This is an optimization exercise on Yosys and OpenROAD, whose aim is small area, a short achievable clock period and few clock cycles per item, not a production implementation. In this exercise RTL edits were held to simulation tests only and were not proved equivalent to the original.

==> design/flow/design.v <==
package bch_pkg;
	typedef enum logic [1:0] {
		CODE_63  = 2'd1,
		CODE_255 = 2'd2
	} code_e;
	typedef enum logic [1:0] {
		SYN_IDLE,
		SYN_LOAD,
		SYN_HOLD
	} syn_state_e;
	typedef enum logic [1:0] {
		BER_IDLE,
		BER_RUN,
		BER_HOLD
	} ber_state_e;
	typedef enum logic [1:0] {
		CHI_IDLE,
		CHI_SEARCH,
		CHI_OUT
	} chien_state_e;
	typedef struct packed {
		code_e                code;
		logic [8-1:0] s1;
		logic [8-1:0] s2;
		logic [8-1:0] s3;
		logic [8-1:0] s4;
	} syn_t;
	typedef struct packed {
		code_e                code;
		logic [8-1:0] lambda0;
		logic [8-1:0] lambda1;
		logic [8-1:0] lambda2;
	} locator_t;
	localparam logic [8-1:0] ALPHA_INV1_63  = 8'h21;
	localparam logic [8-1:0] ALPHA_INV8_63  = 8'h2e;
	localparam logic [8-1:0] ALPHA_INV1_255 = 8'h8e;
	localparam logic [8-1:0] ALPHA_INV8_255 = 8'h83;
	localparam logic [8:0] POLY_63  = 9'h043;
	localparam logic [8:0] POLY_255 = 9'h11d;
	function automatic logic [8-1:0] gf_mul(
		input code_e                code,
		input logic [8-1:0] a,
		input logic [8-1:0] b
	);
		logic [8:0]   sh;
		logic [8-1:0] acc;
		acc = '0;
		sh = {1'b0, a};
		for (int k = 0; k < 8; k++) begin
			if (b[k]) begin
				acc = acc ^ sh[8-1:0];
			end
			sh = sh << 1;
			if (code == 2'd1 && sh[6]) begin
				sh = sh ^ POLY_63;
			end else if (code != 2'd1 && sh[8]) begin
				sh = sh ^ POLY_255;
			end
		end
		gf_mul = acc;
	endfunction
endpackage
module bch_syndrome (
	input                          clk,
	input                          rstn,
	input                          i_set,
	input  bch_pkg::code_e         i_code,
	input  [8-1:0]       i_data,
	output                         o_ready,
	output                         o_syn_valid,
	input                          i_syn_accept,
	output bch_pkg::syn_t          o_syn
);
	bch_pkg::syn_state_e  state_q;
	logic [4:0]           cnt_q;
	logic [4:0]           last_cnt;
	bch_pkg::syn_t        syn_q;
	logic [8-1:0] syn_acc [4];
	assign last_cnt = (syn_q.code == bch_pkg::CODE_63) ? 5'd7 : 5'd31;
	always_comb begin
		logic [8-1:0] bits;
		bits = i_data;
		if (cnt_q == '0) begin
			bits[8-1] = 1'b0;
		end
		syn_acc[0] = syn_q.s1;
		syn_acc[1] = syn_q.s2;
		syn_acc[2] = syn_q.s3;
		syn_acc[3] = syn_q.s4;
		for (int j = 0; j < 4; j++) begin
			for (int b = 8 - 1; b >= 0; b--) begin
				syn_acc[j] = bch_pkg::gf_mul(syn_q.code, syn_acc[j], 8'h02 << j) ^
					{{(8 - 1){1'b0}}, bits[b]};
			end
		end
	end
	always_ff @(posedge clk or negedge rstn) begin
		if (!rstn) begin
			state_q <= bch_pkg::SYN_IDLE;
			cnt_q <= '0;
		end else begin
			case (state_q)
				bch_pkg::SYN_IDLE: begin
					cnt_q <= '0;
					if (i_set) begin
						state_q <= bch_pkg::SYN_LOAD;
					end
				end
				bch_pkg::SYN_LOAD: begin
					cnt_q <= cnt_q + 5'd1;
					if (cnt_q == last_cnt) begin
						state_q <= bch_pkg::SYN_HOLD;
					end
				end
				bch_pkg::SYN_HOLD: begin
					if (i_syn_accept) begin
						state_q <= bch_pkg::SYN_IDLE;
					end
				end
				default: state_q <= bch_pkg::SYN_IDLE;
			endcase
		end
	end
	always_ff @(posedge clk) begin
		if (state_q == bch_pkg::SYN_IDLE && i_set) begin
			syn_q.code <= i_code;
			syn_q.s1 <= '0;
			syn_q.s2 <= '0;
			syn_q.s3 <= '0;
			syn_q.s4 <= '0;
		end else if (state_q == bch_pkg::SYN_LOAD) begin
			syn_q.s1 <= syn_acc[0];
			syn_q.s2 <= syn_acc[1];
			syn_q.s3 <= syn_acc[2];
			syn_q.s4 <= syn_acc[3];
		end
	end
	assign o_ready = (state_q == bch_pkg::SYN_LOAD);
	assign o_syn_valid = (state_q == bch_pkg::SYN_HOLD);
	assign o_syn = syn_q;
endmodule
module bch_berlekamp (
	input                      clk,
	input                      rstn,
	input                      i_syn_valid,
	output                     o_syn_accept,
	input  bch_pkg::syn_t      i_syn,
	output                     o_loc_valid,
	input                      i_loc_accept,
	output bch_pkg::locator_t  o_loc
);
	bch_pkg::ber_state_e  state_q;
	logic signed [3:0]    mu_q;
	bch_pkg::syn_t        syn_q;
	logic [8-1:0] syn [4];
	logic [8-1:0] lam_q [2 + 1];
	logic [8-1:0] lam_rho_q [2 + 1];
	logic [8-1:0] lam_d [2 + 1];
	logic [8-1:0] d_q;
	logic [8-1:0] d_rho_q;
	logic [8-1:0] d_next;
	logic signed [3:0]    l_q;
	logic signed [3:0]    l_rho_q;
	logic signed [3:0]    l_d;
	logic signed [3:0]    rho_q;
	logic                 upd_rho;
	assign syn[0] = syn_q.s1;
	assign syn[1] = syn_q.s2;
	assign syn[2] = syn_q.s3;
	assign syn[3] = syn_q.s4;
	always_comb begin
		int shift;
		int sidx;
		logic signed [3:0] l_alt;
		shift = int'(mu_q - rho_q);
		l_alt = l_rho_q + mu_q - rho_q;
		for (int i = 0; i <= 2; i++) begin
			lam_d[i] = lam_q[i];
			if (d_q != '0) begin
				lam_d[i] = bch_pkg::gf_mul(syn_q.code, d_rho_q, lam_q[i]);
				if (i >= shift) begin
					lam_d[i] = lam_d[i] ^ bch_pkg::gf_mul(syn_q.code, d_q, lam_rho_q[i - shift]);
				end
			end
		end
		l_d = (d_q != '0 && l_alt > l_q) ? l_alt : l_q;
		upd_rho = (d_q != '0) && ((mu_q - l_q) > (rho_q - l_rho_q));
		d_next = '0;
		for (int i = 0; i <= 2; i++) begin
			sidx = int'(mu_q) + 2 - i;
			if (i <= int'(l_d) && sidx >= 1 && sidx <= 4) begin
				d_next = d_next ^ bch_pkg::gf_mul(syn_q.code, lam_d[i], syn[sidx - 1]);
			end
		end
	end
	always_ff @(posedge clk or negedge rstn) begin
		if (!rstn) begin
			state_q <= bch_pkg::BER_IDLE;
			mu_q <= '0;
		end else begin
			case (state_q)
				bch_pkg::BER_IDLE: begin
					mu_q <= '0;
					if (i_syn_valid) begin
						state_q <= bch_pkg::BER_RUN;
					end
				end
				bch_pkg::BER_RUN: begin
					mu_q <= mu_q + 4'sd1;
					if (mu_q == 4'sd3) begin
						state_q <= bch_pkg::BER_HOLD;
					end
				end
				bch_pkg::BER_HOLD: begin
					if (i_loc_accept) begin
						state_q <= bch_pkg::BER_IDLE;
					end
				end
				default: state_q <= bch_pkg::BER_IDLE;
			endcase
		end
	end
	always_ff @(posedge clk) begin
		if (state_q == bch_pkg::BER_IDLE && i_syn_valid) begin
			syn_q <= i_syn;
			for (int i = 0; i <= 2; i++) begin
				lam_q[i] <= (i == 0) ? 8'h01 : 8'h00;
				lam_rho_q[i] <= (i == 0) ? 8'h01 : 8'h00;
			end
			d_q <= i_syn.s1;
			d_rho_q <= 8'h01;
			l_q <= '0;
			l_rho_q <= '0;
			rho_q <= -4'sd1;
		end else if (state_q == bch_pkg::BER_RUN) begin
			for (int i = 0; i <= 2; i++) begin
				lam_q[i] <= lam_d[i];
			end
			l_q <= l_d;
			d_q <= d_next;
			if (upd_rho) begin
				rho_q <= mu_q;
				l_rho_q <= l_q;
				d_rho_q <= d_q;
				for (int i = 0; i <= 2; i++) begin
					lam_rho_q[i] <= lam_q[i];
				end
			end
		end
	end
	assign o_syn_accept = (state_q == bch_pkg::BER_IDLE) && i_syn_valid;
	assign o_loc_valid = (state_q == bch_pkg::BER_HOLD);
	assign o_loc = {syn_q.code, lam_q[0], lam_q[1], lam_q[2]};
endmodule
module bch_chien (
	input                      clk,
	input                      rstn,
	input                      i_loc_valid,
	output                     o_loc_accept,
	input  bch_pkg::locator_t  i_loc,
	output                     o_finish,
	output [8-1:0]    o_odata
);
	bch_pkg::chien_state_e state_q;
	bch_pkg::locator_t     loc_q;
	logic [1:0]            found_q;
	logic [1:0]            found_d;
	logic                  out_idx_q;
	logic [8:0]            base_q;
	logic [8:0]            n_pos;
	logic [8-1:0]  a_inv8;
	logic [8-1:0]  power_q [8];
	logic [8-1:0]  pw_init [8];
	logic [8-1:0] slot_q [2];
	logic [8-1:0] slot_d [2];
	assign n_pos = (loc_q.code == bch_pkg::CODE_63) ? 9'd63 : 9'd255;
	assign a_inv8 = (loc_q.code == bch_pkg::CODE_63) ? bch_pkg::ALPHA_INV8_63 :
		bch_pkg::ALPHA_INV8_255;
	always_comb begin
		logic [8-1:0] p;
		logic [8-1:0] a_inv1;
		a_inv1 = (i_loc.code == bch_pkg::CODE_63) ? bch_pkg::ALPHA_INV1_63 :
			bch_pkg::ALPHA_INV1_255;
		p = 8'h01;
		for (int k = 0; k < 8; k++) begin
			pw_init[k] = p;
			p = bch_pkg::gf_mul(i_loc.code, p, a_inv1);
		end
	end
	always_comb begin
		logic [8-1:0] p2;
		logic [8-1:0] eval;
		logic [8:0]           pos;
		found_d = found_q;
		for (int s = 0; s < 2; s++) begin
			slot_d[s] = slot_q[s];
		end
		for (int k = 0; k < 8; k++) begin
			pos = base_q + 9'(k);
			p2 = bch_pkg::gf_mul(loc_q.code, power_q[k], power_q[k]);
			eval = loc_q.lambda0 ^ bch_pkg::gf_mul(loc_q.code, power_q[k], loc_q.lambda1) ^
				bch_pkg::gf_mul(loc_q.code, p2, loc_q.lambda2);
			if (eval == '0 && pos < n_pos && found_d < 2'(2)) begin
				slot_d[found_d[0]] = pos[8-1:0];
				found_d = found_d + 2'd1;
			end
		end
	end
	always_ff @(posedge clk or negedge rstn) begin
		if (!rstn) begin
			state_q <= bch_pkg::CHI_IDLE;
			found_q <= '0;
			out_idx_q <= 1'b0;
		end else begin
			case (state_q)
				bch_pkg::CHI_IDLE: begin
					found_q <= '0;
					if (i_loc_valid) begin
						state_q <= bch_pkg::CHI_SEARCH;
					end
				end
				bch_pkg::CHI_SEARCH: begin
					found_q <= found_d;
					out_idx_q <= 1'b0;
					if (found_d == 2'(2) || base_q + 8 > n_pos) begin
						state_q <= bch_pkg::CHI_OUT;
					end
				end
				bch_pkg::CHI_OUT: begin
					out_idx_q <= ~out_idx_q;
					if (out_idx_q) begin
						state_q <= bch_pkg::CHI_IDLE;
					end
				end
				default: state_q <= bch_pkg::CHI_IDLE;
			endcase
		end
	end
	always_ff @(posedge clk) begin
		if (state_q == bch_pkg::CHI_IDLE && i_loc_valid) begin
			loc_q <= i_loc;
			base_q <= '0;
			for (int k = 0; k < 8; k++) begin
				power_q[k] <= pw_init[k];
			end
			for (int s = 0; s < 2; s++) begin
				slot_q[s] <= 8'(255);
			end
		end else if (state_q == bch_pkg::CHI_SEARCH) begin
			base_q <= base_q + 8;
			for (int s = 0; s < 2; s++) begin
				slot_q[s] <= slot_d[s];
			end
			for (int k = 0; k < 8; k++) begin
				power_q[k] <= bch_pkg::gf_mul(loc_q.code, power_q[k], a_inv8);
			end
		end
	end
	assign o_loc_accept = (state_q == bch_pkg::CHI_IDLE) && i_loc_valid;
	assign o_finish = (state_q == bch_pkg::CHI_OUT);
	assign o_odata = o_finish ? slot_q[out_idx_q] : '0;
endmodule
module bch_decoder (
	input                      clk,
	input                      rstn,
	input                      i_set,
	input  [1:0]               i_code,
	input  [8-1:0]   i_data,
	output                     o_ready,
	output                     o_finish,
	output [8-1:0]    o_odata
);
	logic              syn_valid;
	logic              syn_accept;
	bch_pkg::syn_t     syn;
	logic              loc_valid;
	logic              loc_accept;
	bch_pkg::locator_t loc;
	bch_syndrome u_syndrome (
		.clk          (clk),
		.rstn         (rstn),
		.i_set        (i_set),
		.i_code       (bch_pkg::code_e'(i_code)),
		.i_data       (i_data),
		.o_ready      (o_ready),
		.o_syn_valid  (syn_valid),
		.i_syn_accept (syn_accept),
		.o_syn        (syn)
	);
	bch_berlekamp u_berlekamp (
		.clk          (clk),
		.rstn         (rstn),
		.i_syn_valid  (syn_valid),
		.o_syn_accept (syn_accept),
		.i_syn        (syn),
		.o_loc_valid  (loc_valid),
		.i_loc_accept (loc_accept),
		.o_loc        (loc)
	);
	bch_chien u_chien (
		.clk          (clk),
		.rstn         (rstn),
		.i_loc_valid  (loc_valid),
		.o_loc_accept (loc_accept),
		.i_loc        (loc),
		.o_finish     (o_finish),
		.o_odata      (o_odata)
	);
endmodule
==> design/flow/run.sh <==
#!/bin/bash
# synth_recipe.tcl (not shown) runs the flow's synth.tcl, then flattens the netlist and writes it again
# the make line also repeats each setting of config.mk as NAME=value (left out here)
make -C /OpenROAD-flow-scripts/flow DESIGN_CONFIG=/design/flow/config.mk WORK_HOME=/design/flow/orfs CLKGATE_MAP_FILE= SYNTH_SCRIPT=/design/flow/synth_recipe.tcl finish
==> design/flow/config.mk <==
export PLATFORM = sky130hd
export DESIGN_NAME = bch_decoder
export DESIGN_NICKNAME = bch_decoder
export VERILOG_FILES = /design/flow/design.v
export SDC_FILE = /design/flow/constraint.sdc
export NUM_CORES = 4
export LEC_CHECK = 0
export CAP_MARGIN = 20
export CORE_MARGIN = 2
export CORE_UTILIZATION = 40
export SLEW_MARGIN = 20
==> design/flow/constraint.sdc <==
create_clock -name core_clock -period 10.0 [get_ports {clk}]
set_input_delay 2.0000 -clock core_clock [delete_from_list [all_inputs] [get_ports {clk}]]
set_output_delay 2.0000 -clock core_clock [all_outputs]
set_load 0.01 [all_outputs]
==> summary.txt <==
| Group | Parameter | Reported |
|---|---|---|
| run status | Result of the run | no timing/DRC/antenna violations |
| yosys | Yosys warnings | 12 |
| detailed routing | Vias after detailed routing | 67,490 |
| clock network | Number of clock sinks seen by CTS | 274 |
| detailed routing | Initial detailed-routing violation count | 9,401 |
| timing | Setup repair after global routing missed its margin | no |
| critical path | Slowest library cell on the worst path | sky130_fd_sc_hd__nor4_4 |
| floorplan | Die width | 413.9 um |
| critical path | Critical setup path kind | flip-flop to flip-flop |
| yosys | Count of flip-flops with a built-in enable after synthesis | 126 |
| hold path | Class of the worst hold path | flip-flop to flip-flop |
| critical path | Data arrival time at the worst-slack endpoint | 9.14 ns |
| place | HPWL after DPL | 184,800 um |
| detailed routing | Vias per cell | 6.112 |
| finish | Layout area overhead | 4.409% |
| timing | Fmax | 116.1 MHz |
| timing | Final Hold Vio Count | 0 |
| detailed routing | Drt total wl | 269,800 um |
| critical path | Maximum single-stage delay on the critical path | 0.93 ns |
| yosys | Share of Yosys cell area claimed by the top area cell type | 23.33% |
| detailed routing | Wire length per cell after detailed routing | 24.44 um |
| yosys | Post-Synth XOR/XNOR Area | 39.58% |
| finish | Layout cell share with drive strength beyond 1 | 5.401% |
| clock network | Worst-Skew Late Latency | 0.68 ns |
| yosys | Most used DFF post-synth | sky130_fd_sc_hd__dfxtp_1 |
| detailed routing | # DRC | 0 |
| floorplan | Area of the die | 171,300 um2 |
| yosys | Compound-cell area share of the yosys netlist | 18.76% |
| grt | Vias in the first global route | 62,400 |
| timing | Relative slew slack | 18.94% |
| yosys | Most numerous cell types in the synthesized netlist | 1,790 x sky130_fd_sc_hd__xnor2_1, 1,539 x sky130_fd_sc_hd__nand2_1, 794 x sky130_fd_sc_hd__nor2_1 |
| timing | Clock skew after layout | 0.07398 ns |
| clock network | Post_cts resized | 0 |
| critical path | Required time worst endpoint | 10.52 ns |
| timing | Ratio of final minimum period to clock period | 86.12% |
| yosys | Fraction of the mapped netlist area in simple logic gates | 21.19% |
| grt | Wire length of the first global-routing pass | 404,600 um |
| clock network | CTS max path bufs | 3 |
| critical path | Sum of buffers and inverters on the critical path | 2 |
| critical path | Dominant cell type by count on the critical path | sky130_fd_sc_hd__xnor3_1 |
| finish | Multi-input combinational cell area | 56,420 um2 |
| floorplan | Total number of placement rows | 150 |
| yosys | Cell area after synthesis | 67,200 um2 |
| yosys | Cell type contributing the most total cell area after synthesis | sky130_fd_sc_hd__xnor2_1 |
| yosys | Average cell area after synthesis | 7.229 um2 |
| floorplan | Core area | 167,000 um2 |
| yosys | Synth Instances | 9,296 |
| critical path | CP Capture Type | flip-flop |
| clock network | Cell at the root of the clock tree | sky130_fd_sc_hd__clkbuf_16 |
| yosys | Combinational family with the most area after synthesis | XOR/XNOR gates |
| timing | Final Setup Violations | 0 |
| floorplan | I/O pin count | 23 |
| floorplan | Height of the die | 413.9 um |
| yosys | Post-synth ARST share | 6.569% |
| critical path | Critical-path cell list | nand2b_4 -> clkinv_16 -> o21a_1 -> xor2_1 -> xor3_1 -> xor3_2 -> xnor2_2 -> nand2_1 -> a21oi_1 -> xnor3_1 -> xnor2_1 -> xnor3_1 -> or4_4 -> nor4_4 -> inv_2 -> nand3_1 -> a31oi_1 -> nor2_1 -> nor2_2 -> a311o_1 -> a222oi_1 -> mux2i_1 |
| run | Number of violations of the max-capacitance limit | 0 |
| clock network | Hold Buf Count CTS | 0 |
| clock network | H-tree lvl count | 2 |
| yosys | Number of distinct library cells after synthesis | 130 |
| place | Number of I/O port buffers | 22 |
| yosys | Flip-flop and latch count after synthesis | 274 |
| clock network | CTS tree | yes |
| yosys | Fraction of the yosys area taken by sequential cells | 10.17% |
| finish | Nets@finish | 8,867 |
| timing | Post-route setup TNS | 0 ns |
| critical path | Cell family contributing the most delay on the critical path | simple AND/OR/NAND/NOR gates |
| place | Routability congestion estimate | 0.9999 |
| critical path | Worst-path maximum fanout | 250 |
| timing | Post-route worst hold slack | 0.4778 ns |
| yosys | Mux share of post-synthesis cell area | 3.171% |
| grt | Antenna violations before repair | 13 |
| grt | Gr ovfl total | 0 |
| yosys | Top cells by area in the synthesized netlist | sky130_fd_sc_hd__xnor2_1 23%, sky130_fd_sc_hd__nand2_1 8.6%, sky130_fd_sc_hd__xor2_1 7.4%, sky130_fd_sc_hd__xnor3_1 7.3%, sky130_fd_sc_hd__edfxtp_1 5.6% |
| yosys | Synth Area in Adders | 1.106% |
| detailed routing | Remaining antenna violation count after routing | 0 |
| yosys | Most frequent cell after synthesis | sky130_fd_sc_hd__xnor2_1 |
| floorplan | Initial core utilization | 40.23% |
| yosys | Synthesized Nets | 9,364 |
| grt | Maximum number of pins on one net before global-route repair | 251 |
| clock network | Post-CTS repair timing setup buffer count | 0 |
| critical path | Worst Setup Start Kind | flip-flop |
| grt | Overall global routing resource usage | 30.35% |
| clock network | TritonCTS Buffers | 40 |
| timing | Count of pins over their slew limit | 0 |
| finish | Fillers | 17,280 |
| finish | Sequential cell area | 6840 um2 |
| timing | Slew @ Worst Pin | 1.207 ns |
| detailed routing | Number of iterations in the first detailed-routing pass | 8 |
| timing | Min Clock Period, post-route | 8.612 ns |
| clock network | Clock transition at the registers of the reported paths | 0.08 ns |
per-layer routing:
layer / global-route usage, % / routed length (um)
met1: 42.51 / 113200
met3: 5.461 / 29210
met4: 12.09 / 12150
met2: 45.72 / 115100
met5: 0 / 153
flip-flops by register name, summed over array words and instances (netlist names):
name	count
u_berlekamp.d_q	8
u_chien.power_q	64
u_syndrome.state_q	2
u_chien.slot_q	16
u_berlekamp.lam_q	24
u_berlekamp.syn_q	34
u_syndrome.cnt_q	5
u_chien.loc_q	26
u_chien.base_q	6
u_chien.found_q	2
u_chien.state_q	2
u_chien.out_idx_q	1
u_berlekamp.rho_q	4
u_berlekamp.mu_q	4
u_berlekamp.d_rho_q	8
u_syndrome.syn_q	34
u_berlekamp.l_q	4
u_berlekamp.lam_rho_q	24
u_berlekamp.l_rho_q	4
u_berlekamp.state_q	2
logic make-up after synthesis:
family                   count (synthesis)
multiplexers                           210
flip-flops                             274
adder cells (fa/ha/maj)                 56
AND/OR/NAND/NOR                       3234
XOR/XNOR                              2622
AO/OA/AOI/OAI                         1959
buffers and inverters                  941
final cells by class:
type | count | area share [%]
Antenna cell | 7 | 0.02497
Clock buffer | 48 | 1.559
Clock inverter | 26 | 0.4815
Inverter | 144 | 0.8096
Multi-Input combinational cell | 8081 | 80.41
Sequential cell | 274 | 9.749
Tap cell | 2204 | 3.930
Timing Repair Buffer | 258 | 3.039
path summary, 6_finish.rpt:
path / from / to / slack [ns] / cells past startpoint
max: u_chien.loc_q[24] / u_chien.state_q[1] / 1.39 / 22
min: u_berlekamp.l_q[2] / u_berlekamp.l_q[2] / 0.48 / 1
max reg2reg: u_chien.loc_q[24] / u_chien.state_q[1] / 1.39 / 22
min reg2reg: u_berlekamp.l_q[2] / u_berlekamp.l_q[2] / 0.48 / 1
max in group asynchronous: rstn / u_chien.found_q[1] / 7.94 / 2
min in group asynchronous: rstn / u_berlekamp.mu_q[2] / 1.72 / 2
cells in the final DEF, fill, tap and decap left out, types with 126 or more instances in the layout:
cell type                  synthesis  layout
sky130_fd_sc_hd__o21ai_0         530     529
sky130_fd_sc_hd__xnor3_1         217     217
sky130_fd_sc_hd__a21oi_1         484     484
sky130_fd_sc_hd__nand3_1         223     222
sky130_fd_sc_hd__nor2_1          794     793
sky130_fd_sc_hd__buf_4            33     225
sky130_fd_sc_hd__xnor2_1        1790    1785
sky130_fd_sc_hd__nand2_1        1539    1536
sky130_fd_sc_hd__xor2_1          564     564
sky130_fd_sc_hd__mux2i_1         187     186
sky130_fd_sc_hd__dfxtp_1         130     127
sky130_fd_sc_hd__nor3_1          144     144
sky130_fd_sc_hd__edfxtp_1        126     126
metrics by stage:
step	instances	worst slack (ns)	cell area, um2	util, %
final	11040	1.388	70160	42.00
after global routing	11040	0.8513	70140	41.99
after CTS	11030	1.574	70110	41.97
after detailed placement	10960	1.628	68680	41.11
after global placement	10960	1.734	68650	41.10
after floorplan	9296	3.358	67200	-
Testbench counts, summed over its fixed seeds: cycles 15,193, frames 512.

static timing again, ports no longer ideal:
Ports are ideal in the flow. The routed layout listed here was re-timed in OpenROAD.
Step 1 assumes that a clkbuf_16 drives the clock port and a buf_2 every other input.
Step 2, shift: input delay + t, output delay - t, t = (earliest + latest rising clock arrival at the registers) / 2. This alone moves slack from input paths to output paths.
Three values: ideal, step 1, step 2; two values: the first two.
shift t [ns]: 0.709
setup slack, ns: 1.388 / 1.388 / 1.388
worst hold slack (ns): 0.478 / 0.478 / 0.478
worst data-port slew with drivers (ns): 0.05
After both steps setup and hold are still met in this run. For this run, drivers alone change the setup slack by 0.000 ns; drivers and shift together by 0.000 ns.
